This is an optimization exercise on Yosys and OpenROAD, whose aim is small area, a short achievable clock period and few clock cycles per item, not a production implementation. RTL that was checked went through simulation tests only; none was proved equivalent to the original.

==> inputs of run a <==
==> flow/design.v (excerpt) <==
module ntt_core (
    input  logic        clk,
    input  logic        reset,
    input  logic        load_w,
    input  logic        load_data,
    input  logic        start,
    input  logic [13:0] din,
    output logic        done,
    output logic [13:0] dout
);
Settings: LEC_CHECK=0, ABC_AREA=1, CAP_MARGIN=20, CORE_MARGIN=2, CORE_UTILIZATION=40, CTS_BUF_LIST=sky130_fd_sc_hd__clkbuf_8, SETUP_SLACK_MARGIN=3.25, SLEW_MARGIN=20; clock period 7.0 ns.
run.sh (not shown) runs the stock make flow with config.mk's settings and CLKGATE_MAP_FILE= SYNTH_SCRIPT=/design/flow/synth_recipe.tcl, a recipe that flattens the netlist after the stock synthesis.
==> run b: changes against run a <==
--- a/flow/design.v
+++ b/flow/design.v
@@ -961,11 +961,11 @@
     logic       s2_sub;
     logic       s2_swap;   
     logic       s2_bu2;    
     logic       d_wr;
     logic       z_mult;
-    logic       ru_p3;     
+    logic       ru_p0;     
     logic       ru_sub;
     logic       f_r3n;     
     logic       en_r1;
     logic       en_r0;
     logic       en_r2;
@@ -975,14 +975,14 @@
     always_ff @(posedge clk) begin
         s2_sub  <= ((kn >= 5'd5) && (kn <= 5'd8)) || (kn >= 5'd13);
         s2_swap <= (kn == 5'd15);
         s2_bu2  <= (kn <= 5'd8);
         d_wr    <= (kn >= 5'd4) && (kn <= 5'd7);
-        ru_p3   <= (kn[1:0] == 2'd3);
-        ru_sub  <= kn[1];
+        ru_p0   <= (kn[1:0] == 2'd0);
+        ru_sub  <= ~kn[0];
         f_r3n   <= (kn[1:0] != 2'd1);
-        en_r1   <= (kn[1:0] == 2'd0);
+        en_r1   <= (kn[1:0] == 2'd3);
         en_r0   <= (kn[1:0] == 2'd1);
         en_r2   <= (kn[1:0] == 2'd2);
         f_hi    <= kn[1] ^ 1'b1;       
         f_sub   <= kn[0];
         out_en  <= (kn >= 5'd10) && (kn <= 5'd25);
@@ -1073,11 +1073,11 @@
     logic [13:0] ma;
     logic [13:0] mb;
     always_comb begin
         if (conv)                 ma = din;
         else if (ma_sel == 2'd1)  ma = e_nxt;
-        else if (ma_sel == 2'd2)  ma = t_r;
+        else if (ma_sel == 2'd2)  ma = ru_y;
         else                      ma = y_n;
     end
     twiddle_ram tw_i (
         .clk    (clk),
         .wr_en  ((twk >= 4'd4) && (twk <= 4'd11)),
@@ -1106,19 +1106,17 @@
         zd2 <= zd1;
         zd3 <= zd2;
         zd4 <= zd3;
     end
     logic [13:0] ru_a, ru_b, ru_y;
-    logic [13:0] t_r;      
     logic [13:0] r0, r1, r2, r3h;
     always_comb begin
-        ru_a = ({14{ru_p3 | en_r2}} & zd2) | ({14{en_r1}} & zd3) | ({14{en_r0}} & zd1);
-        ru_b = ({14{ru_p3}} & z) | ({14{en_r1}} & zd1) | ({14{en_r0}} & zd3) | ({14{en_r2}} & zd4);
+        ru_a = ({14{en_r1 | en_r2}} & zd2) | ({14{ru_p0}} & zd3) | ({14{en_r0}} & zd1);
+        ru_b = ({14{en_r1}} & z) | ({14{ru_p0}} & zd1) | ({14{en_r0}} & zd3) | ({14{en_r2}} & zd4);
     end
     mod_addsub ru_i (.a(ru_a), .b(ru_b), .sub(ru_sub), .y(ru_y));
     always_ff @(posedge clk) begin
-        t_r <= ru_y;
         if (en_r1) r1 <= ru_y;
         if (en_r0) r0 <= ru_y;
         if (en_r2) r2 <= ru_y;
         r3h <= mp;
     end
ABC_AREA = unset   (was 1)
CORE_UTILIZATION = 55   (was 40)
SETUP_SLACK_MARGIN = 3.0   (was 3.25)
==> run c: changes against run a <==
--- a/flow/design.v
+++ b/flow/design.v
@@ -71,10 +71,11 @@
     input  logic [13:0] a,
     input  logic [13:0] b,
     output logic [13:0] p
 );
     logic [13:0] a_r;
+    logic [13:0] b_r;
     logic [27:0] s_r;      
     logic [27:0] c_r;
     logic [13:0] hi_r;     
     logic [13:0] m_r;      
     logic [1:0]  k_r;      
@@ -87,11 +88,11 @@
     logic [1:0]  c;
     logic [1:0]  kc;
     logic [14:0] tx, ty, ux, uy;
     logic [14:0] t;
     logic [14:0] tq;
-    mul_csa csa_i (.a(a_r), .b(b), .s(s_n), .c(c_n));
+    mul_csa csa_i (.a(a_r), .b(b_r), .s(s_n), .c(c_n));
     always_comb begin
         prod = s_r + c_r;
         lo   = prod[13:0];
         m    = {2'(lo[1:0] * 2'd3), 12'd0} - lo;
         h    = {1'b0, lo[13:12]} + {1'b0, lo[1:0]};
@@ -107,10 +108,11 @@
         t    = tx + ty + 15'(k_r);
         tq   = ux + uy + 15'(k_r);
     end
     always_ff @(posedge clk) begin
         a_r  <= a;
+        b_r  <= b;
         s_r  <= s_n;
         c_r  <= c_n;
         hi_r <= prod[27:14];
         m_r  <= m;
         k_r  <= kc;
@@ -961,11 +963,11 @@
     logic       s2_sub;
     logic       s2_swap;   
     logic       s2_bu2;    
     logic       d_wr;
     logic       z_mult;
-    logic       ru_p3;     
+    logic       ru_p0;     
     logic       ru_sub;
     logic       f_r3n;     
     logic       en_r1;
     logic       en_r0;
     logic       en_r2;
@@ -975,14 +977,14 @@
     always_ff @(posedge clk) begin
         s2_sub  <= ((kn >= 5'd5) && (kn <= 5'd8)) || (kn >= 5'd13);
         s2_swap <= (kn == 5'd15);
         s2_bu2  <= (kn <= 5'd8);
         d_wr    <= (kn >= 5'd4) && (kn <= 5'd7);
-        ru_p3   <= (kn[1:0] == 2'd3);
-        ru_sub  <= kn[1];
+        ru_p0   <= (kn[1:0] == 2'd0);
+        ru_sub  <= ~kn[0];
         f_r3n   <= (kn[1:0] != 2'd1);
-        en_r1   <= (kn[1:0] == 2'd0);
+        en_r1   <= (kn[1:0] == 2'd3);
         en_r0   <= (kn[1:0] == 2'd1);
         en_r2   <= (kn[1:0] == 2'd2);
         f_hi    <= kn[1] ^ 1'b1;       
         f_sub   <= kn[0];
         out_en  <= (kn >= 5'd10) && (kn <= 5'd25);
@@ -992,11 +994,10 @@
         endcase
     end
     logic [4:0] kq;
     logic [1:0] ma_sel;
     logic [2:0] tw_sel;
-    logic [2:0] tw_sel_r;
     logic       conv;      
     assign kq   = ((k != 5'd0) && (k != 5'd25)) ? k + 5'd1 : 5'd0;
     assign conv = (twk <= 4'd7);
     always_comb begin
         if (kq <= 5'd4)           ma_sel = 2'd1;   
@@ -1014,13 +1015,10 @@
             default: tw_sel = 3'd3;   
         endcase
         if (conv) tw_sel = 3'd7;
     end
     always_ff @(posedge clk) begin
-        tw_sel_r <= tw_sel;
-    end
-    always_ff @(posedge clk) begin
         din_r <= din;
     end
     logic [13:0] h0, h1, h2, h3, n0, n1, n3;
     logic [13:0] lx;       
     logic [13:0] la, lc;
@@ -1073,19 +1071,19 @@
     logic [13:0] ma;
     logic [13:0] mb;
     always_comb begin
         if (conv)                 ma = din;
         else if (ma_sel == 2'd1)  ma = e_nxt;
-        else if (ma_sel == 2'd2)  ma = t_r;
+        else if (ma_sel == 2'd2)  ma = ru_y;
         else                      ma = y_n;
     end
     twiddle_ram tw_i (
         .clk    (clk),
         .wr_en  ((twk >= 4'd4) && (twk <= 4'd11)),
         .wr_idx (3'(twk - 4'd4)),
         .wr_data(mp),
-        .rd_sel (tw_sel_r),
+        .rd_sel (tw_sel),
         .rd_data(mb)
     );
     mod_mult mult_i (
         .clk(clk),
         .a  (ma),
@@ -1106,19 +1104,17 @@
         zd2 <= zd1;
         zd3 <= zd2;
         zd4 <= zd3;
     end
     logic [13:0] ru_a, ru_b, ru_y;
-    logic [13:0] t_r;      
     logic [13:0] r0, r1, r2, r3h;
     always_comb begin
-        ru_a = ({14{ru_p3 | en_r2}} & zd2) | ({14{en_r1}} & zd3) | ({14{en_r0}} & zd1);
-        ru_b = ({14{ru_p3}} & z) | ({14{en_r1}} & zd1) | ({14{en_r0}} & zd3) | ({14{en_r2}} & zd4);
+        ru_a = ({14{en_r1 | en_r2}} & zd2) | ({14{ru_p0}} & zd3) | ({14{en_r0}} & zd1);
+        ru_b = ({14{en_r1}} & z) | ({14{ru_p0}} & zd1) | ({14{en_r0}} & zd3) | ({14{en_r2}} & zd4);
     end
     mod_addsub ru_i (.a(ru_a), .b(ru_b), .sub(ru_sub), .y(ru_y));
     always_ff @(posedge clk) begin
-        t_r <= ru_y;
         if (en_r1) r1 <= ru_y;
         if (en_r0) r0 <= ru_y;
         if (en_r2) r2 <= ru_y;
         r3h <= mp;
     end
ABC_AREA = unset   (was 1)
SETUP_SLACK_MARGIN = 3.0   (was 3.25)
==> run d: changes against run a <==
--- a/flow/design.v
+++ b/flow/design.v
@@ -75,47 +75,39 @@
     logic [13:0] a_r;
     logic [27:0] s_r;      
     logic [27:0] c_r;
     logic [13:0] hi_r;     
     logic [13:0] m_r;      
-    logic [1:0]  k_r;      
     logic [27:0] s_n;
     logic [27:0] c_n;
     logic [27:0] prod;
-    logic [13:0] lo;
     logic [13:0] m;
-    logic [2:0]  h;
+    logic [14:0] x;
     logic [1:0]  c;
-    logic [1:0]  kc;
-    logic [14:0] tx, ty, ux, uy;
     logic [14:0] t;
     logic [14:0] tq;
+    logic [14:0] tx, ty, ux, uy;
     mul_csa csa_i (.a(a_r), .b(b), .s(s_n), .c(c_n));
     always_comb begin
         prod = s_r + c_r;
-        lo   = prod[13:0];
-        m    = {2'(lo[1:0] * 2'd3), 12'd0} - lo;
-        h    = {1'b0, lo[13:12]} + {1'b0, lo[1:0]};
-        if (lo == 14'd0)                                           c = 2'd0;
-        else if ((h > 3'd4) || ((h == 3'd4) && (lo[11:0] != 12'd0))) c = 2'd2;
-        else                                                       c = 2'd1;
-        kc   = c + 2'(m[1] & m[0]);
+        m    = {2'(prod[1:0] * 2'd3), 12'd0} - prod[13:0];
+        x    = {1'b0, m_r} + {1'b0, 2'(m_r[1:0] * 2'd3), 12'd0};
+        c    = 2'(x != 15'd0) + 2'(x > 15'd16384);
         tx   = {1'b0, hi_r} ^ {3'b0, m_r[13:2]} ^ {2'b0, m_r[13:1]};
         ty   = {(({1'b0, hi_r} & {3'b0, m_r[13:2]}) | ({1'b0, hi_r} & {2'b0, m_r[13:1]}) |
                  ({3'b0, m_r[13:2]} & {2'b0, m_r[13:1]})), 1'b0};
         ux   = tx ^ ty ^ 15'd20479;
         uy   = {((tx & ty) | (tx & 15'd20479) | (ty & 15'd20479)), 1'b0};
-        t    = tx + ty + 15'(k_r);
-        tq   = ux + uy + 15'(k_r);
+        t    = tx + ty + 15'(m_r[1] & m_r[0]) + 15'(c);
+        tq   = ux + uy + 15'(m_r[1] & m_r[0]) + 15'(c);
     end
     always_ff @(posedge clk) begin
         a_r  <= a;
         s_r  <= s_n;
         c_r  <= c_n;
         hi_r <= prod[27:14];
         m_r  <= m;
-        k_r  <= kc;
         p    <= tq[14] ? t[13:0] : tq[13:0];
     end
 endmodule
 module mul_csa (
     input  logic [13:0] a,
@@ -961,31 +953,29 @@
     logic       s2_sub;
     logic       s2_swap;   
     logic       s2_bu2;    
     logic       d_wr;
     logic       z_mult;
-    logic       ru_p3;     
-    logic       ru_sub;
-    logic       f_r3n;     
+    logic [1:0] ru_ph;     
     logic       en_r1;
     logic       en_r0;
     logic       en_r2;
     logic       f_hi;      
+    logic       f_r3h;
     logic       f_sub;
     logic       out_en;
     always_ff @(posedge clk) begin
         s2_sub  <= ((kn >= 5'd5) && (kn <= 5'd8)) || (kn >= 5'd13);
         s2_swap <= (kn == 5'd15);
         s2_bu2  <= (kn <= 5'd8);
         d_wr    <= (kn >= 5'd4) && (kn <= 5'd7);
-        ru_p3   <= (kn[1:0] == 2'd3);
-        ru_sub  <= kn[1];
-        f_r3n   <= (kn[1:0] != 2'd1);
-        en_r1   <= (kn[1:0] == 2'd0);
+        ru_ph   <= kn[1:0];
+        en_r1   <= (kn[1:0] == 2'd3);
         en_r0   <= (kn[1:0] == 2'd1);
         en_r2   <= (kn[1:0] == 2'd2);
         f_hi    <= kn[1] ^ 1'b1;       
+        f_r3h   <= (kn[1:0] == 2'd1);
         f_sub   <= kn[0];
         out_en  <= (kn >= 5'd10) && (kn <= 5'd25);
         case (kn)
             5'd9, 5'd10, 5'd11, 5'd13, 5'd14, 5'd15, 5'd17, 5'd18, 5'd19: z_mult <= 1'b1;
             default: z_mult <= 1'b0;
@@ -1073,11 +1063,11 @@
     logic [13:0] ma;
     logic [13:0] mb;
     always_comb begin
         if (conv)                 ma = din;
         else if (ma_sel == 2'd1)  ma = e_nxt;
-        else if (ma_sel == 2'd2)  ma = t_r;
+        else if (ma_sel == 2'd2)  ma = ru_y;
         else                      ma = y_n;
     end
     twiddle_ram tw_i (
         .clk    (clk),
         .wr_en  ((twk >= 4'd4) && (twk <= 4'd11)),
@@ -1106,27 +1096,29 @@
         zd2 <= zd1;
         zd3 <= zd2;
         zd4 <= zd3;
     end
     logic [13:0] ru_a, ru_b, ru_y;
-    logic [13:0] t_r;      
     logic [13:0] r0, r1, r2, r3h;
     always_comb begin
-        ru_a = ({14{ru_p3 | en_r2}} & zd2) | ({14{en_r1}} & zd3) | ({14{en_r0}} & zd1);
-        ru_b = ({14{ru_p3}} & z) | ({14{en_r1}} & zd1) | ({14{en_r0}} & zd3) | ({14{en_r2}} & zd4);
+        case (ru_ph)
+            2'd3:    begin ru_a = zd2; ru_b = z;   end    
+            2'd0:    begin ru_a = zd3; ru_b = zd1; end    
+            2'd1:    begin ru_a = zd1; ru_b = zd3; end    
+            default: begin ru_a = zd2; ru_b = zd4; end    
+        endcase
     end
-    mod_addsub ru_i (.a(ru_a), .b(ru_b), .sub(ru_sub), .y(ru_y));
+    mod_addsub ru_i (.a(ru_a), .b(ru_b), .sub(~ru_ph[0]), .y(ru_y));
     always_ff @(posedge clk) begin
-        t_r <= ru_y;
         if (en_r1) r1 <= ru_y;
         if (en_r0) r0 <= ru_y;
         if (en_r2) r2 <= ru_y;
         r3h <= mp;
     end
     logic [13:0] fa, fb, fy;
     assign fa = f_hi ? r2 : r0;
-    assign fb = f_hi ? (f_r3n ? mp : r3h) : r1;
+    assign fb = f_hi ? (f_r3h ? r3h : mp) : r1;
     mod_addsub fin_i (.a(fa), .b(fb), .sub(f_sub), .y(fy));
     always_ff @(posedge clk or posedge reset) begin
         if (reset) begin
             done <= 1'b0;
             dout <= '0;
ABC_AREA = unset   (was 1)
CTS_BUF_LIST = unset   (was sky130_fd_sc_hd__clkbuf_8)
SETUP_SLACK_MARGIN = 3.0   (was 3.25)
==> comparison <==
Run c finished with timing, DRC and antenna clean. Run d completed without violations. Run b passed the timing, design-rule and antenna checks. Run a finished with timing, DRC and antenna clean. Worst hold slack: run d < run c < run a < run b. Via count, lowest first: run c, run d, run b, run a. The highest final cell count belongs to run a, the lowest to run b. Between run d and run a, the lower setup slack is in run d (gap 0.70 ns). Synthesized area: run b < run d < run c < run a. First-iteration DRC count: run d < run c < run b < run a. Global-route usage is about the same in run c and run d. Synthesized cell count, lowest first: run b, run d, run c, run a. The lowest sequential share of layout area belongs to run d, the highest to run c.
==> figures <==
Setup Slack @ Placement: run c 1.48 ns; run a 2.09 ns; run b 1.34 ns; run d 1.30 ns
First-pass DRT Iterations: run c 7; run a 6; run b 6; run d 7
Tap cell instance count: run c 1243; run a 1276; run b 864; run d 1186
Fraction of area in multi-input gates: run c 47.7%; run a 47.4%; run b 48.0%; run d 47.4%
Layout clock buffers: run c 136; run a 134; run b 142; run d 104
Post-synthesis instance area: run c 37200 µm²; run a 38800 µm²; run b 36500 µm²; run d 36700 µm²
Post-cts sizing count: run c 257; run a 331; run b 301; run d 304
Worst-path cell with the longest stage delay: run c dfxtp_4; run a fa_2; run b or4b_4; run d fa_1
Met1 layer wirelength in the final routing: run c 43100 µm; run a 49800 µm; run b 47100 µm; run d 43000 µm
Total global-route track usage: run c 19.9%; run a 21.7%; run b 29.0%; run d 19.9%
Placed cells: run c 4765; run a 5857; run b 4335; run d 4701
Share of flip-flops with an asynchronous set or reset after synthesis: run c 5.23%; run a 5.21%; run b 5.32%; run d 5.34%
Status: run c complete, no violations; run a complete, no violations; run b complete, no violations; run d complete, no violations
Number of buffers added by the clock tree synthesis step: run c 112; run a 110; run b 112; run d 74
Number of global-route vias before repair: run c 26300; run a 30100; run b 26200; run d 25900
FF/Latch Area: run c 15500 µm²; run a 15600 µm²; run b 15300 µm²; run d 15200 µm²
Share of the core filled with cells: run c 49.1%; run a 48.6%; run b 67.9%; run d 50.3%
Testbench counts of run b, summed over its fixed seeds: cycles 7,952, transforms 192.
For run a, run c and run d, only the layout was checked, not whether the RTL still works.

## port drivers added, routing unchanged
Ports are ideal in the flow. The routed layouts listed here were re-timed in OpenROAD. Step 1 sets driving cells, clkbuf_16 on the clock port and buf_2 on the other inputs (assumed; they add their load-dependent delay and slew). Step 2 times the ports against the registers' clock, not the clock port: input delays grow and output delays shrink by t, the midpoint of the rising clock arrivals with the driver on. Three values: no drivers, after step 1, after step 2; two values: the first two.
| run | t, ns | setup slack, ns | worst setup path at the end | slew at the worst register clock pin (ns) | worst data-port slew with drivers (ns) |
|---|---|---|---|---|---|
| run a | 0.772 | 2.817 / 2.817 / 2.817 | register to register | 0.08 / 0.08 | 0.04 |
| run b | 0.800 | 2.596 / 2.596 / 2.596 | register to register | 0.07 / 0.07 | 0.12 |
| run c | 0.780 | 2.592 / 2.592 / 2.592 | register to register | 0.07 / 0.07 | 0.10 |
| run d | 0.676 | 2.114 / 2.114 / 2.114 | register to register | 0.06 / 0.06 | 0.08 |
After both steps every run listed still meets setup and hold.
